This is an optimization exercise on Yosys and OpenROAD, whose aim is small area, a short achievable clock period and few clock cycles, not a production implementation. RTL that was checked went through simulation tests only; none was proved equivalent to the original. Power figures rest on the tool's default switching activity, not on a simulated workload.

== run 1 ==
==> flow/design.v (excerpt) <==
module expression_lexer_core #(
  parameter int MAX_NAME_CHARS = 8,
  parameter int LINE_BITS      = 16
) (
  input  logic        clk,
  input  logic        rst_n,
  input  logic        in_valid,
  output logic        in_stall,
  input  logic [7:0]  in_char_code,
  input  logic        in_end_of_source,
  output logic        out_valid,
  input  logic        out_stall,
  output logic [3:0]  out_token_kind,
  output logic [30:0] out_number_value,
  output logic [63:0] out_name_chars,
  output logic [3:0]  out_name_length,
  output logic        out_name_truncated,
  output logic        out_number_overflow,
  output logic [15:0] out_line_number,
  output logic        out_last_of_run
);
Size in the first run: roughly 1500 cells after synthesis, ~140 flip-flops, about 140 I/O pins.
==> flow/config.mk <==
export PLATFORM = sky130hd
export DESIGN_NAME = expression_lexer_core
export DESIGN_NICKNAME = expression_lexer_core
export VERILOG_FILES = /design/flow/design.v
export SDC_FILE = /design/flow/constraint.sdc
export NUM_CORES = 4
export LEC_CHECK = 0
export ABC_AREA = 1
export CAP_MARGIN = 20
export CORE_MARGIN = 2
export CORE_UTILIZATION = 50
export CTS_BUF_LIST = sky130_fd_sc_hd__clkbuf_8
export SETUP_SLACK_MARGIN = 4.2
export SLEW_MARGIN = 20
==> flow/constraint.sdc <==
create_clock -name core_clock -period 7.0 [get_ports {clk}]
set_input_delay 1.4000 -clock core_clock [delete_from_list [all_inputs] [get_ports {clk}]]
set_output_delay 1.4000 -clock core_clock [all_outputs]
set_load 0.01 [all_outputs]
standard.sh (not shown) runs the stock make flow with config.mk's settings and CLKGATE_MAP_FILE= SYNTH_SCRIPT=/design/flow/synth_recipe.tcl, a recipe that flattens the netlist after the stock synthesis.
==> flow/flow/run.sh <==
#!/bin/bash
# Standard synthesis unchanged, then the standard layout with every port
# buffered by a buf_2 (instead of the delay buffer buffer_ports picks).
set -euo pipefail
bash standard.sh synth > synth.log 2>&1
bash standard.sh "BUFFER_PORTS_ARGS=-buffer_cell sky130_fd_sc_hd__buf_2" finish > layout.log 2>&1
Looking at the reports, run 1 completed the entire flow and the layout it produced met the timing, design-rule and antenna checks.
Testbench counts of run 1, summed over its fixed seeds: cycles 24,069.
Input changes introduced in run 2 (baseline for comparison: run 1):
- a change of CORE_UTILIZATION from 50 to 40
Findings:
Run 2: flow completed, timing, DRC and antenna clean
Diff run 1 -> run 2: initial cell density of the core went down 10 points, layout-stage area growth over the synthesis result has increased, via count moved up, non-clock buffer count increased 10.
Compared to run 1, run 2 has share of power burned in combinational logic 1.4 points higher.
Re total detailed-routing wirelength: run 1 and run 2 aren't equal, and the higher value belongs to run 2.
The lower die height of run 1 and run 2 is in run 1.
What run 3 does differently from run 2 at the input level:
- a change of SETUP_SLACK_MARGIN from 4.2 to 4.1
### Flow results
- Run 3 — synthesis-to-finish area growth 1.2 points lower, run 2 as reference
- Run 3: combinational power share is 1.1 points lower than what run 2 reported.
- Core utilization of the finished layout was higher in run 2 than in run 3.
- Comparing run 2 and run 3, the lower arrival time at the worst endpoint is on run 2.
- In run 3 relative to run 2, area of all placed cells without fillers had gone down slightly.
- Number of nets in the layout came out lower on run 3 than on run 2.
- Setup slack at placement, run 2 and run 3: higher on run 3
Input-level comparison between run 4 and run 3:
- CORE_UTILIZATION: 40 -> 65
- CTS_BUF_LIST: sky130_fd_sc_hd__clkbuf_8 -> unset
- SETUP_SLACK_MARGIN: 4.1 -> 4.2
Notes after the runs:
- Diff run 3 -> run 4 | growth of design area from synthesis to finish | increase of 1.4 points
- Run 4 against run 3: highest achievable clock rate +3.6%; sum of internal, switching and leakage power picked up an extra about 5%; cell area rose by 1.2%; part of the power in the clock network went up 3.8 points.
- Diff run 3 -> run 4: wire length on met1 dropped about 20%; register share of the cell area dropped 0.32 points; number of hold buffers added after cts barely changed.
- Clock power, run 4 and run 3: smaller value in run 3
- Setup WNS run 3 -> run 4: better
- Taking run 3 as 1.0, run 4 lands at 1.11 on mean number of vias per cell.

* * *

Another version of the RTL of expression_lexer_core (not shown whole).
Size in the first run: roughly 160 flip-flops, roughly 140 I/O pins.
clock: 7.0 ns
lec_check: 0
cap_margin: 20
core_margin: 2
core_utilization: 40
slew_margin: 20
run.sh (not shown) runs the stock make flow with config.mk's settings and CLKGATE_MAP_FILE= SYNTH_SCRIPT=/design/flow/synth_recipe.tcl, a recipe that flattens the netlist after the stock synthesis.
Stock flow here: none of the scripts above is used.
The first run finished with timing, DRC and antenna clean.
Rerun with:
Settings changed: ABC_CLOCK_PERIOD_IN_PS from default to 2500, SETUP_SLACK_MARGIN from default to 4.2.
What happened: Utilization rises by 9.4 points. Setup slack improves by 1400 ps. Worst hold slack stays flat.
Rerun with:
Settings changed: SETUP_SLACK_MARGIN 4.2 to default.
Effect:
- clock-buffer cell count drops by 1
- cell area drops by 16%
- routed wire length drops by 15%
- worst setup slack is worse by 1400 ps
- combinational power drops by 43%
- cell count drops by 9.1%
No functional check of the RTL was part of any run of this note.

* * *

Another version of the RTL of expression_lexer_core (not shown whole).
Size in the first run: ~870 cells after synthesis, about 140 I/O pins.
Settings: LEC_CHECK=0, CAP_MARGIN=20, CORE_MARGIN=2, CORE_UTILIZATION=40, SETUP_SLACK_MARGIN=4.2, SLEW_MARGIN=20; clock period 7.0 ns.
The starting point completed without violations.
Testbench counts at the start, summed over its fixed seeds: cycles 24,069.
==> next run, changes <==
Settings changed: SETUP_SLACK_MARGIN 4.2 to 4.6.
What happened: Flip-flop and latch count stays the same; combinational power went up by about a fifth; cell count went up by a few percent; design area went up by a little under a tenth; global-route usage went up by 1.2 points; core utilization went up by 4.4 points; wire length went up by a few percent; hold slack loses 0.029 ns; setup slack gains 0.034 ns; first-iteration DRC count went up by roughly a tenth; critical path depth stays the same.
==> next run, changes <==
==> flow/flow/run.sh (new file) <==
#!/bin/bash
# Standard synthesis unchanged, then the standard layout with every port
# buffered by a buf_2 (instead of the delay buffer buffer_ports picks).
set -euo pipefail
bash standard.sh synth > synth.log 2>&1
bash standard.sh "BUFFER_PORTS_ARGS=-buffer_cell sky130_fd_sc_hd__buf_2" finish > layout.log 2>&1
==> flow/standard.sh (new file) <==
#!/bin/bash
# synth_recipe.tcl (not shown) runs the flow's synth.tcl, then flattens the netlist and writes it again
# the make line also repeats each setting of config.mk as NAME=value (left out here)
make -C /OpenROAD-flow-scripts/flow DESIGN_CONFIG=/design/flow/config.mk WORK_HOME=/design/flow/orfs CLKGATE_MAP_FILE= SYNTH_SCRIPT=/design/flow/synth_recipe.tcl "${@:-finish}"
Settings changed: SETUP_SLACK_MARGIN 4.6 to 4.2.
removed: flow/run.sh
Outcome: Synthesized cell count does not change. Fmax came out lower by 3.4%. Setup slack got worse by 0.11 ns. Clock power drops by about 2%. Non-clock buffer count came out lower by 79. Hold slack improves by 0.027 ns. Power came out lower by 6.2%. Utilization is lower by 8.0 points.
==> next run, changes <==
Settings changed: ABC_AREA from default to 1.
Outcome: Total power goes up by about a fifth; final cell count grows by a quarter to a third; synthesized area rises by roughly a tenth; routed wire length grows by roughly a tenth; via count climbs by a quarter to a third; design area rises by a few percent; sequential share of layout area is lower by 1.2 points; setup slack improved by 0.43 ns; critical path depth decreases by 6.

* * *

RTL: one of the versions met above, not the one the previous note started from.
Size in the first run: ~1500 cells after synthesis, roughly 140 flip-flops, about 140 I/O pins, roughly 10000 um^2 of cells after synthesis.
Settings: LEC_CHECK=0, ABC_AREA=1, CAP_MARGIN=20, CORE_MARGIN=2, CORE_UTILIZATION=40, CTS_BUF_LIST=sky130_fd_sc_hd__clkbuf_8, SETUP_SLACK_MARGIN=4.2, SLEW_MARGIN=20, TNS_END_PERCENT=5; clock period 7.0 ns.
standard.sh (not shown) runs the stock make flow with config.mk's settings and CLKGATE_MAP_FILE= SYNTH_SCRIPT=/design/flow/synth_recipe.tcl, a recipe that flattens the netlist after the stock synthesis.
==> flow/flow/run.sh <==
#!/bin/bash
# Standard synthesis unchanged, then the standard layout with every port
# buffered by a buf_2 (instead of the delay buffer buffer_ports picks).
set -euo pipefail
bash standard.sh synth > synth.log 2>&1
bash standard.sh "BUFFER_PORTS_ARGS=-buffer_cell sky130_fd_sc_hd__buf_2" finish > layout.log 2>&1
The first run passed the timing, design-rule and antenna checks.
Testbench counts at the start, summed over its fixed seeds: cycles 24,069.
Edit:
- CTS_BUF_LIST: sky130_fd_sc_hd__clkbuf_8 -> unset
- TNS_END_PERCENT: 5 -> unset
Result: The changed run completed without violations. Worst setup slack is better by 0.14 ns. Clock power came out higher by 41%. Non-clock buffer count rose by 5. Total power rises by about 7%. Sequential cell count does not change. Via count increases by 1.0%. Core utilization rises by 1.0 points.
Edit:
- SETUP_SLACK_MARGIN: 4.2 -> 3.9
Effect: Clock skew stays flat; power goes up by 0.91%; clock-buffer cell count goes down by 1; setup slack got worse by 0.26 ns; global-route usage barely changes.
Edit:
- CTS_BUF_LIST: unset -> sky130_fd_sc_hd__clkbuf_4 sky130_fd_sc_hd__clkbuf_8
- SETUP_SLACK_MARGIN: 3.9 -> 4.2
=> Power came out lower by 6.6%. Non-clock buffer count came out higher by 24. Setup slack improves by 0.21 ns. Final cell count came out higher by 1.1%. Critical path depth came out lower by 6. Synthesized cell count stays the same. Count of clock-buffer cells in the layout came out higher by 1. Final area stays flat.
Edit:
- CTS_BUF_LIST: sky130_fd_sc_hd__clkbuf_4 sky130_fd_sc_hd__clkbuf_8 -> sky130_fd_sc_hd__clkbuf_8
- PLACE_DENSITY: unset -> 0.8
Effect: The changed run finished with timing, DRC and antenna clean. Cell count is about the same. Total power came out higher by 5.0%. Wire length came out lower by 0.83%.

* * *

Setup of the previous run:
Another version of the RTL of expression_lexer_core (not shown whole).
Size: ~130 flip-flops.
clock: 7.0 ns
lec_check: 0
abc_area: 1
cap_margin: 20
core_margin: 2
core_utilization: 40
cts_buf_list: sky130_fd_sc_hd__clkbuf_8
setup_slack_margin: 4.35
slew_margin: 20
Scripts as last shown in full above: flow/flow/run.sh
The previous run went all the way through synthesis, placement and routing and the layout is clean on timing, DRC and antenna.
--- input diff the previous run..the current run ---
# the previous run
export LEC_CHECK = 0
export ABC_AREA = 1
export CAP_MARGIN = 20
export CORE_MARGIN = 2
export CORE_UTILIZATION = 40
export CTS_BUF_LIST = sky130_fd_sc_hd__clkbuf_8
export SETUP_SLACK_MARGIN = 4.35
export SLEW_MARGIN = 20
create_clock -name core_clock -period 7.0 [get_ports {clk}]
# the current run
export LEC_CHECK = 0
export ABC_AREA = 1
export CAP_MARGIN = 20
export CORE_MARGIN = 2
export CORE_UTILIZATION = 40
export CTS_BUF_LIST = sky130_fd_sc_hd__clkbuf_8
export SETUP_SLACK_MARGIN = 4.2
export SLEW_MARGIN = 20
create_clock -name core_clock -period 7.0 [get_ports {clk}]
## What came out
- Against the previous run, cell area in the current run fell by a few percent.
- Capturing instance or port of the critical path = out_number_value[13]: the previous run; capturing instance or port of the critical path = out_number_value[10]: the current run
- Going from the previous run to the current run, the non-clock buffer count was found to have gone down by 25.
- Per the comparison of the current run with the previous run, worst path setup slack after routing went down, post-placement cell area roughly the same, global-route usage now smaller, maximum fanout along the worst path now sits lower.
No functional check of the RTL was part of any run of this note.

-- re-timing with driven ports --
How much do the figures lean on ideal ports? The routed layouts below were timed once more, with nothing changed but the port constraints. Step 1 (the two cells are an assumption about what drives the block):
set clk [get_ports {clk}]
set_driving_cell -lib_cell sky130_fd_sc_hd__clkbuf_16 $clk
set_driving_cell -lib_cell sky130_fd_sc_hd__buf_2 [delete_from_list [all_inputs] $clk]
Step 2 moves the port delays by t, midway between the first and last clock arrival at a register: inputs arrive t later, outputs are due t later. That takes back most of the time a late clock gives input paths. Three values: ideal, step 1, step 2; two values: the first two.
run | shift t [ns] | slack for setup (ns) | hold WS [ns] | worst setup path after step 2 | slew at the worst register clock pin (ns)
run 1 | 0.490 | 4.244 / 4.205 / 3.840 | 0.483 / 0.483 / 0.483 | input to register | 0.09 / 0.09
run 2 | 0.496 | 4.246 / 4.205 / 3.946 | 0.476 / 0.476 / 0.476 | input to register | 0.09 / 0.09
run 3 | 0.482 | 4.139 / 4.098 / 3.909 | 0.483 / 0.483 / 0.483 | input to register | 0.09 / 0.09
run 4 | 0.461 | 4.238 / 4.196 / 3.861 | 0.481 / 0.481 / 0.481 | input to register | 0.07 / 0.07
the first run of note 2 | 0.475 | 2.369 / 2.369 / 2.369 | 0.544 / 0.544 / 0.544 | register to register | 0.07 / 0.07
the second run of note 2 | 0.472 | 3.762 / 3.762 / 3.673 | 0.542 / 0.542 / 0.542 | input to register | 0.07 / 0.07
the third run of note 2 | 0.475 | 2.369 / 2.369 / 2.369 | 0.544 / 0.544 / 0.544 | register to register | 0.07 / 0.07
the first run of note 3 | 0.476 | 3.868 / 3.833 / 3.810 | 0.519 / 0.519 / 0.519 | input to register | 0.08 / 0.08
the second run of note 3 | 0.476 | 3.902 / 3.902 / 3.902 | 0.490 / 0.490 / 0.490 | register to register | 0.07 / 0.07
the third run of note 3 | 0.475 | 3.792 / 3.792 / 3.792 | 0.517 / 0.517 / 0.517 | register to register | 0.07 / 0.07
the fourth run of note 3 | 0.465 | 4.225 / 4.180 / 3.915 | 0.477 / 0.477 / 0.477 | input to register | 0.07 / 0.07
the first run of note 4 | 0.495 | 4.155 / 4.114 / 3.698 | 0.474 / 0.474 / 0.474 | input to register | 0.08 / 0.08
the second run of note 4 | 0.462 | 4.299 / 4.253 / 3.953 | 0.472 / 0.472 / 0.472 | input to register | 0.06 / 0.06
the third run of note 4 | 0.469 | 4.037 / 4.037 / 3.809 | 0.480 / 0.480 / 0.480 | input to register | 0.07 / 0.07
the fourth run of note 4 | 0.497 | 4.246 / 4.205 / 3.948 | 0.479 / 0.479 / 0.479 | input to register | 0.09 / 0.09
the fifth run of note 4 | 0.495 | 4.170 / 4.134 / 3.830 | 0.494 / 0.494 / 0.494 | input to register | 0.08 / 0.08
the previous run | 0.494 | 4.167 / 4.128 / 4.036 | 0.475 / 0.475 / 0.475 | input to register | 0.09 / 0.09
the current run | 0.487 | 4.149 / 4.109 / 3.905 | 0.472 / 0.472 / 0.472 | input to register | 0.08 / 0.08
After both steps every run listed still meets setup and hold. For the first run of note 4, which loses most, drivers alone change the setup slack by -0.041 ns; drivers and shift together by -0.457 ns.
